This is an optimization exercise on Yosys and OpenROAD, whose aim is small area, not a production implementation. The RTL was checked by simulation tests, not by an equivalence proof against the original design. Power is estimated from default activity; no workload was simulated.

==> design.v <==
package sd_reg_bank_pkg;
  localparam int REG_ENTRIES  = 16;
  localparam int CMD_W        = 126;
  localparam int DAT_PTR_W    = 3;
  localparam int HOST_STATE_W = 16;
  localparam logic [3:0] IDX_CID_HI = 4'h8;
  localparam logic [3:0] IDX_CSD_HI = 4'hA;
  localparam logic [3:0] IDX_STATUS = 4'hC;
  localparam logic [3:0] IDX_OCR    = 4'hD;
  localparam logic [3:0] IDX_HOST   = 4'hF;
  localparam int         PKT_DATA_WORDS = 8;
  localparam int         PKT_PER_READ   = 2;
  localparam int         PKT_ADR_STEP   = 64;
  localparam logic [3:0] HDR_TAG        = 4'h8;
  localparam logic [2:0] HDR_TYPE       = 3'b010;
  localparam logic [7:0] DATA_TAG       = 8'hFF;
  localparam int         PIPE_SLACK     = 2;
  localparam logic [2:0] IDLE      = 3'd0;
  localparam logic [2:0] ROOM_WAIT = 3'd1;
  localparam logic [2:0] HEADER    = 3'd2;
  localparam logic [2:0] DATA      = 3'd3;
  localparam logic [2:0] STOP      = 3'd4;
endpackage
module reg_write_capture #(
  parameter logic [15:0] HW_VER = 16'd1
) (
  input  logic          CLK,
  input  logic          RST,
  input  logic          i_cmd_en,
  input  logic [125:0]  i_cmd,
  input  logic          i_cmd_sta,
  input  logic          i_cmd_ocr,
  input  logic          i_cmd_cid,
  input  logic          i_cmd_csd,
  input  logic          i_dat_en,
  input  logic [63:0]   i_dat,
  input  logic [2:0]    i_dat_ptr,
  input  logic          i_host_state_en,
  input  logic [15:0]   i_host_state,
  output logic          o_wr_en,
  output logic [3:0]    o_wr_idx,
  output logic [63:0]   o_wr_dat
);
  logic        hi_pend;
  logic [3:0]  hi_idx;
  logic [63:0] hi_dat;
  logic        cmd_pair;
  logic        wr_en_nxt;
  logic [3:0]  wr_idx_nxt;
  logic [63:0] wr_dat_nxt;
  assign cmd_pair = i_cmd_en & (i_cmd_cid | i_cmd_csd);
  always_ff @(posedge CLK or posedge RST) begin
    if (RST) begin
      hi_pend <= 1'b0;
    end else begin
      hi_pend <= cmd_pair;
    end
  end
  always_ff @(posedge CLK) begin
    if (cmd_pair) begin
      hi_idx <= i_cmd_cid ? sd_reg_bank_pkg::IDX_CID_HI : sd_reg_bank_pkg::IDX_CSD_HI;
      hi_dat <= {1'b1, 7'd0, i_cmd[119:64]};
    end
  end
  always_comb begin
    wr_en_nxt  = 1'b0;
    wr_idx_nxt = 4'd0;
    wr_dat_nxt = 64'd0;
    if (i_dat_en) begin
      wr_en_nxt  = 1'b1;
      wr_idx_nxt = {1'b0, ~i_dat_ptr};
      wr_dat_nxt = i_dat;
    end else if (i_cmd_en) begin
      wr_en_nxt = i_cmd_cid | i_cmd_csd | i_cmd_sta | i_cmd_ocr;
      if (i_cmd_cid) begin
        wr_idx_nxt = sd_reg_bank_pkg::IDX_CID_HI + 4'd1;
        wr_dat_nxt = i_cmd[63:0];
      end else if (i_cmd_csd) begin
        wr_idx_nxt = sd_reg_bank_pkg::IDX_CSD_HI + 4'd1;
        wr_dat_nxt = i_cmd[63:0];
      end else if (i_cmd_sta) begin
        wr_idx_nxt = sd_reg_bank_pkg::IDX_STATUS;
        wr_dat_nxt = {32'd0, i_cmd[31:0]};
      end else begin
        wr_idx_nxt = sd_reg_bank_pkg::IDX_OCR;
        wr_dat_nxt = {32'd0, i_cmd[31:0]};
      end
    end else if (hi_pend) begin
      wr_en_nxt  = 1'b1;
      wr_idx_nxt = hi_idx;
      wr_dat_nxt = hi_dat;
    end else if (i_host_state_en) begin
      wr_en_nxt  = 1'b1;
      wr_idx_nxt = sd_reg_bank_pkg::IDX_HOST;
      wr_dat_nxt = {32'd0, HW_VER, i_host_state};
    end
  end
  always_ff @(posedge CLK or posedge RST) begin
    if (RST) begin
      o_wr_en <= 1'b0;
    end else begin
      o_wr_en <= wr_en_nxt;
    end
  end
  always_ff @(posedge CLK) begin
    o_wr_idx <= wr_idx_nxt;
    o_wr_dat <= wr_dat_nxt;
  end
endmodule
module reg_file (
  input  logic        CLK,
  input  logic        RST,
  input  logic        i_wr_en,
  input  logic [3:0]  i_wr_idx,
  input  logic [63:0] i_wr_dat,
  input  logic        i_slot_valid,
  input  logic        i_slot_sof,
  input  logic [3:0]  i_slot_idx,
  output logic [63:0] o_rd_dat,
  output logic        o_rd_en,
  output logic        o_rd_sof
);
  logic [63:0] bank [16];
  always_ff @(posedge CLK or posedge RST) begin
    if (RST) begin
      for (int i = 0; i < 16; i++) begin
        bank[i] <= '1;
      end
    end else if (i_wr_en) begin
      bank[i_wr_idx] <= i_wr_dat;
    end
  end
  always_ff @(posedge CLK) begin
    o_rd_dat <= bank[i_slot_idx];
  end
  always_ff @(posedge CLK or posedge RST) begin
    if (RST) begin
      o_rd_en  <= 1'b0;
      o_rd_sof <= 1'b0;
    end else begin
      o_rd_en  <= i_slot_valid;
      o_rd_sof <= i_slot_valid & i_slot_sof;
    end
  end
endmodule
module read_burst_ctrl (
  input  logic       CLK,
  input  logic       RST,
  input  logic       i_req_rd,
  input  logic       i_room,
  output logic       o_slot_valid,
  output logic       o_slot_sof,
  output logic [3:0] o_slot_idx,
  output logic       o_load_base,
  output logic       o_advance_base,
  output logic       o_req_ack
);
  localparam logic [2:0] IDLE      = sd_reg_bank_pkg::IDLE;
  localparam logic [2:0] ROOM_WAIT = sd_reg_bank_pkg::ROOM_WAIT;
  localparam logic [2:0] HEADER    = sd_reg_bank_pkg::HEADER;
  localparam logic [2:0] DATA      = sd_reg_bank_pkg::DATA;
  localparam logic [2:0] STOP      = sd_reg_bank_pkg::STOP;
  localparam int WORD_W = $clog2(sd_reg_bank_pkg::PKT_DATA_WORDS);
  localparam int PKT_W  = $clog2(sd_reg_bank_pkg::PKT_PER_READ);
  logic [2:0]       state_q;
  logic [2:0]       state_d;
  logic [3:0]       entry_cnt;
  logic [PKT_W-1:0] pkt_cnt;
  logic             last_word;
  logic             last_pkt;
  assign last_word = entry_cnt[WORD_W-1:0] == WORD_W'(sd_reg_bank_pkg::PKT_DATA_WORDS - 1);
  assign last_pkt  = pkt_cnt == PKT_W'(sd_reg_bank_pkg::PKT_PER_READ - 1);
  always_comb begin
    state_d = state_q;
    case (state_q)
      IDLE: begin
        if (i_req_rd) begin
          state_d = ROOM_WAIT;
        end
      end
      ROOM_WAIT: begin
        if (i_room) begin
          state_d = HEADER;
        end
      end
      HEADER: begin
        state_d = DATA;
      end
      DATA: begin
        if (last_word) begin
          state_d = STOP;
        end
      end
      STOP: begin
        state_d = last_pkt ? IDLE : ROOM_WAIT;
      end
      default: begin
        state_d = IDLE;
      end
    endcase
  end
  always_ff @(posedge CLK or posedge RST) begin
    if (RST) begin
      state_q   <= IDLE;
      entry_cnt <= '0;
      pkt_cnt   <= '0;
      o_req_ack <= 1'b0;
    end else begin
      state_q   <= state_d;
      o_req_ack <= (state_q == STOP) & last_pkt;
      case (state_q)
        IDLE: begin
          entry_cnt <= '0;
          pkt_cnt   <= '0;
        end
        DATA: begin
          entry_cnt <= entry_cnt + 4'd1;
        end
        STOP: begin
          pkt_cnt <= pkt_cnt + PKT_W'(1);
        end
        default: begin
          entry_cnt <= entry_cnt;
        end
      endcase
    end
  end
  assign o_slot_valid = (state_q == HEADER) | (state_q == DATA);
  assign o_slot_sof   = state_q == HEADER;
  assign o_slot_idx   = entry_cnt;
  assign o_load_base    = state_q == IDLE;
  assign o_advance_base = state_q == STOP;
endmodule
module packet_former (
  input  logic        CLK,
  input  logic        RST,
  input  logic [38:0] i_req_adr,
  input  logic        i_load_base,
  input  logic        i_advance_base,
  input  logic [63:0] i_rd_dat,
  input  logic        i_rd_en,
  input  logic        i_rd_sof,
  output logic        o_beat_sof,
  output logic [71:0] o_beat_word,
  output logic        o_beat_en
);
  logic [38:0] base_adr;
  logic [71:0] hdr_word;
  logic [71:0] dat_word;
  always_ff @(posedge CLK) begin
    if (i_load_base) begin
      base_adr <= i_req_adr;
    end else if (i_advance_base) begin
      base_adr <= base_adr + 39'(sd_reg_bank_pkg::PKT_ADR_STEP);
    end
  end
  assign hdr_word = {sd_reg_bank_pkg::HDR_TAG, 28'd0, 1'b1, base_adr[38:3], sd_reg_bank_pkg::HDR_TYPE};
  assign dat_word = {sd_reg_bank_pkg::DATA_TAG, i_rd_dat};
  always_ff @(posedge CLK or posedge RST) begin
    if (RST) begin
      o_beat_en <= 1'b0;
    end else begin
      o_beat_en <= i_rd_en;
    end
  end
  always_ff @(posedge CLK) begin
    o_beat_sof  <= i_rd_sof;
    o_beat_word <= i_rd_sof ? hdr_word : dat_word;
  end
endmodule
module out_fifo #(
  parameter int FIFO_DEPTH = 16
) (
  input  logic        CLK,
  input  logic        RST,
  input  logic        i_beat_sof,
  input  logic [71:0] i_beat_word,
  input  logic        i_beat_en,
  input  logic        i_ack,
  output logic        o_beat_sof,
  output logic [71:0] o_beat_word,
  output logic        o_stb,
  output logic        o_room
);
  localparam int PTR_W    = $clog2(FIFO_DEPTH);
  localparam int CNT_W    = $clog2(FIFO_DEPTH + 1);
  localparam int ROOM_MAX = FIFO_DEPTH - (sd_reg_bank_pkg::PKT_DATA_WORDS + 1 + sd_reg_bank_pkg::PIPE_SLACK);
  logic [72:0]      mem [FIFO_DEPTH];
  logic [PTR_W-1:0] wr_ptr;
  logic [PTR_W-1:0] rd_ptr;
  logic [PTR_W-1:0] wr_ptr_nxt;
  logic [PTR_W-1:0] rd_ptr_nxt;
  logic [CNT_W-1:0] count;
  logic             push;
  logic             pop;
  assign push = i_beat_en;
  assign pop  = o_stb & i_ack;
  assign wr_ptr_nxt = (wr_ptr == PTR_W'(FIFO_DEPTH - 1)) ? '0 : wr_ptr + PTR_W'(1);
  assign rd_ptr_nxt = (rd_ptr == PTR_W'(FIFO_DEPTH - 1)) ? '0 : rd_ptr + PTR_W'(1);
  always_ff @(posedge CLK or posedge RST) begin
    if (RST) begin
      wr_ptr <= '0;
      rd_ptr <= '0;
      count  <= '0;
    end else begin
      if (push) begin
        wr_ptr <= wr_ptr_nxt;
      end
      if (pop) begin
        rd_ptr <= rd_ptr_nxt;
      end
      case ({push, pop})
        2'b10:   count <= count + CNT_W'(1);
        2'b01:   count <= count - CNT_W'(1);
        default: count <= count;
      endcase
    end
  end
  always_ff @(posedge CLK) begin
    if (push) begin
      mem[wr_ptr] <= {i_beat_sof, i_beat_word};
    end
  end
  assign {o_beat_sof, o_beat_word} = mem[rd_ptr];
  assign o_stb  = count != '0;
  assign o_room = count <= CNT_W'(ROOM_MAX);
endmodule
module sd_reg_bank #(
  parameter logic [15:0] HW_VER = 16'd1,
  parameter int FIFO_DEPTH = 16
) (
  input  logic          CLK,
  input  logic          RST,
  input  logic          i_req_rd,
  input  logic [38:0]   i_req_adr,
  output logic          o_req_ack,
  input  logic          i_cmd_en,
  input  logic [125:0]  i_cmd,
  input  logic          i_cmd_sta,
  input  logic          i_cmd_ocr,
  input  logic          i_cmd_cid,
  input  logic          i_cmd_csd,
  input  logic          i_dat_en,
  input  logic [63:0]   i_dat,
  input  logic [2:0]    i_dat_ptr,
  input  logic          i_host_state_en,
  input  logic [15:0]   i_host_state,
  output logic [71:0]   o_dat,
  output logic          o_stb,
  output logic          o_sof,
  input  logic          i_ack
);
  logic        wr_en;
  logic [3:0]  wr_idx;
  logic [63:0] wr_dat;
  logic        slot_valid;
  logic        slot_sof;
  logic [3:0]  slot_idx;
  logic [63:0] rd_dat;
  logic        rd_en;
  logic        rd_sof;
  logic        load_base;
  logic        advance_base;
  logic        beat_sof;
  logic [71:0] beat_word;
  logic        beat_en;
  logic        room;
  reg_write_capture #(
    .HW_VER(HW_VER)
  ) u_capture (
    .CLK(CLK), .RST(RST),
    .i_cmd_en(i_cmd_en), .i_cmd(i_cmd),
    .i_cmd_sta(i_cmd_sta), .i_cmd_ocr(i_cmd_ocr),
    .i_cmd_cid(i_cmd_cid), .i_cmd_csd(i_cmd_csd),
    .i_dat_en(i_dat_en), .i_dat(i_dat), .i_dat_ptr(i_dat_ptr),
    .i_host_state_en(i_host_state_en), .i_host_state(i_host_state),
    .o_wr_en(wr_en), .o_wr_idx(wr_idx), .o_wr_dat(wr_dat)
  );
  reg_file u_bank (
    .CLK(CLK), .RST(RST),
    .i_wr_en(wr_en), .i_wr_idx(wr_idx), .i_wr_dat(wr_dat),
    .i_slot_valid(slot_valid), .i_slot_sof(slot_sof), .i_slot_idx(slot_idx),
    .o_rd_dat(rd_dat), .o_rd_en(rd_en), .o_rd_sof(rd_sof)
  );
  read_burst_ctrl u_ctrl (
    .CLK(CLK), .RST(RST),
    .i_req_rd(i_req_rd), .i_room(room),
    .o_slot_valid(slot_valid), .o_slot_sof(slot_sof), .o_slot_idx(slot_idx),
    .o_load_base(load_base), .o_advance_base(advance_base), .o_req_ack(o_req_ack)
  );
  packet_former u_former (
    .CLK(CLK), .RST(RST),
    .i_req_adr(i_req_adr), .i_load_base(load_base), .i_advance_base(advance_base),
    .i_rd_dat(rd_dat), .i_rd_en(rd_en), .i_rd_sof(rd_sof),
    .o_beat_sof(beat_sof), .o_beat_word(beat_word), .o_beat_en(beat_en)
  );
  out_fifo #(
    .FIFO_DEPTH(FIFO_DEPTH)
  ) u_fifo (
    .CLK(CLK), .RST(RST),
    .i_beat_sof(beat_sof), .i_beat_word(beat_word), .i_beat_en(beat_en), .i_ack(i_ack),
    .o_beat_sof(o_sof), .o_beat_word(o_dat), .o_stb(o_stb), .o_room(room)
  );
endmodule
==> run.sh <==
#!/bin/bash
# synth_recipe.tcl (not shown) runs the flow's synth.tcl, then flattens the netlist and writes it again
# the make line also repeats each setting of config.mk as NAME=value (left out here)
make -C /OpenROAD-flow-scripts/flow DESIGN_CONFIG=/design/flow/config.mk WORK_HOME=/design/flow/orfs CLKGATE_MAP_FILE= SYNTH_SCRIPT=/design/flow/synth_recipe.tcl finish
==> config.mk <==
export PLATFORM = sky130hd
export DESIGN_NAME = sd_reg_bank
export DESIGN_NICKNAME = sd_reg_bank
export VERILOG_FILES = /design/flow/design.v
export SDC_FILE = /design/flow/constraint.sdc
export NUM_CORES = 4
export LEC_CHECK = 0
export CAP_MARGIN = 20
export CORE_MARGIN = 2
export CORE_UTILIZATION = 30
export PLACE_DENSITY = 0.5
export SLEW_MARGIN = 20
==> constraint.sdc <==
create_clock -name core_clock -period 6.0 [get_ports {CLK}]
set_input_delay 1.2000 -clock core_clock [delete_from_list [all_inputs] [get_ports {CLK}]]
set_output_delay 1.2000 -clock core_clock [all_outputs]
set_load 0.01 [all_outputs]
==> run notes <==
## cells in the final DEF, fill, tap and decap left out, types with 137 or more instances in the layout
cell type	instances
mux2_2	1138
nand2_1	317
dfstp_2	1024
edfxtp_1	1149
mux4_2	137
clkdlybuf4s50_1	321
dfxtp_1	198
a22oi_1	238
mux2i_1	259
o21ai_0	339
a21oi_1	190
clkbuf_16	286
## kinds of logic (layout without fill, tap and decap cells)
family                     after synthesis  in the layout  share of synthesized area [%]
adders and majority gates               16             16                          0.210
xor gates and xnor gates                37             37                          0.328
AOI/OAI and AO/OA                     1206           1206                           8.19
buffers and inverters                  545            981                           2.49
DFF                                   2398           2398                           66.9
and+or+nand+nor                        698            698                           3.19
other                                    1              7                        0.00380
muxes                                 1534           1534                           18.7
## power breakdown
group / internal (W) / switching (W) / leakage, nW
combinational: 0.00745 / 0.0111 / 13.0
sequential: 0.0243 / 0.00312 / 23.2
clock: 0.00966 / 0.00668 / 4.27
total: 0.0414 / 0.0209 / 40.5
## registers in the layout (all words and copies together), names as in the netlist, 3 cells and up
name / count
u_fifo.mem: 1056
u_bank.bank: 1024
u_former.o_beat_word: 65
u_bank.o_rd_dat: 64
u_capture.o_wr_dat: 64
u_capture.hi_dat: 56
u_former.base_adr: 36
u_fifo.count: 5
u_capture.o_wr_idx: 4
u_ctrl.entry_cnt: 4
u_fifo.rd_ptr: 4
u_fifo.wr_ptr: 4
u_ctrl.state_q: 3
## layer usage
layer / track usage, % / vias to the layer above
li1: - / 25101
met5: 0 / -
met4: 4.29 / 0
met1: 24.6 / 30972
met3: 1.96 / 387
met2: 29.1 / 1414
## metrics by stage
stage,total power (W),setup TNS [ps],cells,setup WS [ps]
after floorplan,0.0378,-5298510,6435,-8860
after global routing,0.0652,0,11219,540
after CTS,0.0628,0,11217,624
after detailed placement,0.0463,0,10734,1530
after global placement,0.0458,0,10733,1530
final,0.0623,0,11223,704
## worst max-delay path: cells and delay by family (launching register included)
family / cells / cell delay [ps]
compound gates: 2 / 400
buf+inv: 2 / 860
flops: 1 / 890
simple gates: 2 / 1070
## worst max-delay path by stage
stage               cells after the start                         start                       end  slack, ps
detailed placement                      6  u_fifo.rd_ptr[2]$_DFFE_PP0N_                  o_dat[3]       1530
floorplan                               1                           RST  u_bank.o_rd_en$_DFF_PP0_      -8860
finish                                  6  u_fifo.rd_ptr[2]$_DFFE_PP0N_                 o_dat[20]        700
global placement                        6  u_fifo.rd_ptr[2]$_DFFE_PP0N_                 o_dat[24]       1530
global route                            6  u_fifo.rd_ptr[2]$_DFFE_PP0N_                  o_dat[3]        540
CTS                                     6  u_fifo.rd_ptr[2]$_DFFE_PP0N_                  o_dat[3]        620
## final cells by class
type                       instances  area [um^2]  share of cell area [%]
inverter                          23         90.1                  0.0778
timing repair buffer             475         4920                    4.25
clock buffer                     403         7990                    6.89
tap                             4346         5440                    4.69
clock inverter                    80          709                   0.612
sequential                      2398        66100                    57.0
antenna                            6         15.0                  0.0130
multi-input combinational       3492        30600                    26.4
==> flow_summary.ini <==
[run_status]
run_status = timing/DRC/antenna clean

[sta]
period_share_pct = 88.3
max_slew_margin_pct = 14.7
finClkSkew_ps = 31.8
report.final.slew_viol_count = 0
worst_pin_slew_ps = 1270
fmax_mhz = 189
hold_viol = 0
setup-violations-final = 0
timing.hold.ws_ps = 355
rsz0062_at_grt = false
min_period_ps = 5300

[worst_setup_path]
cp-end-kind = output port
start_kind = register
r2r-end = u_bank.o_rd_dat[27]$_DFF_P_
r2r_slack_ps = 1810
required_ps = 4800
max_stage_delay_ps = 890
regToRegStartpoint = u_ctrl.entry_cnt[2]$_DFFE_PP0P_
crit_path_max_fanout = 39
worstPathArrival_ps = 4100
cp_cell_sequence = nor2b_4 > buf_12 > a221oi_1 > a22oi_1 > nand2_1 > clkdlybuf4s50_1
reg2regPathDepth = 5
crit_type = reg -> out
critPathSlowestCell = dfrtp_4

[die]
num_rows = 210
fp.dieH_um = 578
fp.coreArea_um2 = 327000
io_pins = 334
start_util_pct = 30.2
die_w_um = 578
die_area_um2 = 334000

[drt]
viasPerCell = 5.16
drtIter0Drc = 4650
dr_wl_met3_um = 11800
met1_length_um = 138000
vias = 57874
drt-total-wl_um = 299000
routed.top_layer = met4
firstDrtPassIters = 10
final_antenna_net_count = 0
routed-wl-met2_um = 142000
drc = 0
wire_per_inst_um = 26.7

[synth]
synth_top_area_cell = edfxtp_1
synth-main-ff-cell = edfxtp_1
synth.net_count = 6710
yosysMostFrequentCell = edfxtp_1
netlist_area_um2 = 98800
seq_area_frac_synth_pct = 66.9
synth_cells = 6435
synth-edff-count = 1149
synthTopCellsByArea = edfxtp_1 (35%), dfstp_2 (27%), mux2_2 (13%), dfxtp_1 (4.0%), mux4_2 (3.1%)
ys_ff_latch = 2398
avgSynthCellArea_um2 = 15.3
async_flop_share_pct = 43.8
ys_types = 72
synth_top_area_share_pct = 34.9
yosysWarnings = 6
synth_common_cells = edfxtp_1 (1149), mux2_2 (1138), dfstp_2 (1024)

[cts]
cts_buffers = 273
cts_sinks = 2398
cts_root_buf = clkbuf_16
ctsHtreeMaxLevel = 5
path_clk_slew_ps = 60
clkLatencyLatePin_ps = 850
clockBufferDepth = 4
cts_resized = 0
tritoncts = done
ctsHoldBuffers = 0
cts_setup_buffers = 0

[grt]
antenna_found_initial = 19
grt_pass1_vias = 59934
grt_usage_pct = 17.6
grt_max_degree = 145
grt_overflow = 0
grt_first_pass_wirelength_um = 431000

[layout]
nNetsFinal = 6938
layout-area-overhead-vs-synth_pct = 17.3
fin_area_um2 = 116000
drive_gt1_share_pct = 42.4
nFillCells = 31269
postLayoutCoreUtil_pct = 35.4

[job]
drv_cap = 0

[placed_design]
hpwlAfterDp_um = 164000
gp_congestion = 0.763
placed_area_um2 = 107000
io_buffers = 323

[worst_hold_path]
hold_end = u_former.o_beat_en$_DFF_PP0_
hold_path_class = reg -> reg
min_from = u_bank.o_rd_en$_DFF_PP0_
min_path_cells = 0

[power_and_ir_drop]
max-vdd-ir-drop_mv = 0.385
p_per_area_nw_per_um2 = 537
p_leak_nw = 40.5

==> separate check: timing with driven ports <==
No port has a modelled driver above. Below, the same layout with a new extraction and two added sets of constraints. Step 1 assumes that a clkbuf_16 drives the clock port and a buf_2 every other input. Step 2 times the ports against the registers' clock, not the clock port: input delays grow and output delays shrink by t, the midpoint of the rising clock arrivals with the driver on. Three values: ideal, step 1, step 2; two values: the first two.
t, ns: 0.934
slack for setup (ns): 0.704 / 0.600 / 1.535
latest minus earliest clock arrival (ns): 0.042 / 0.041
worst data-port slew with drivers (ns): 0.18
pins driven straight from the clock port: 1
After both steps setup and hold are still met in this run. The setup slack of this run moves by -0.104 ns with the drivers and by +0.831 ns with both steps.
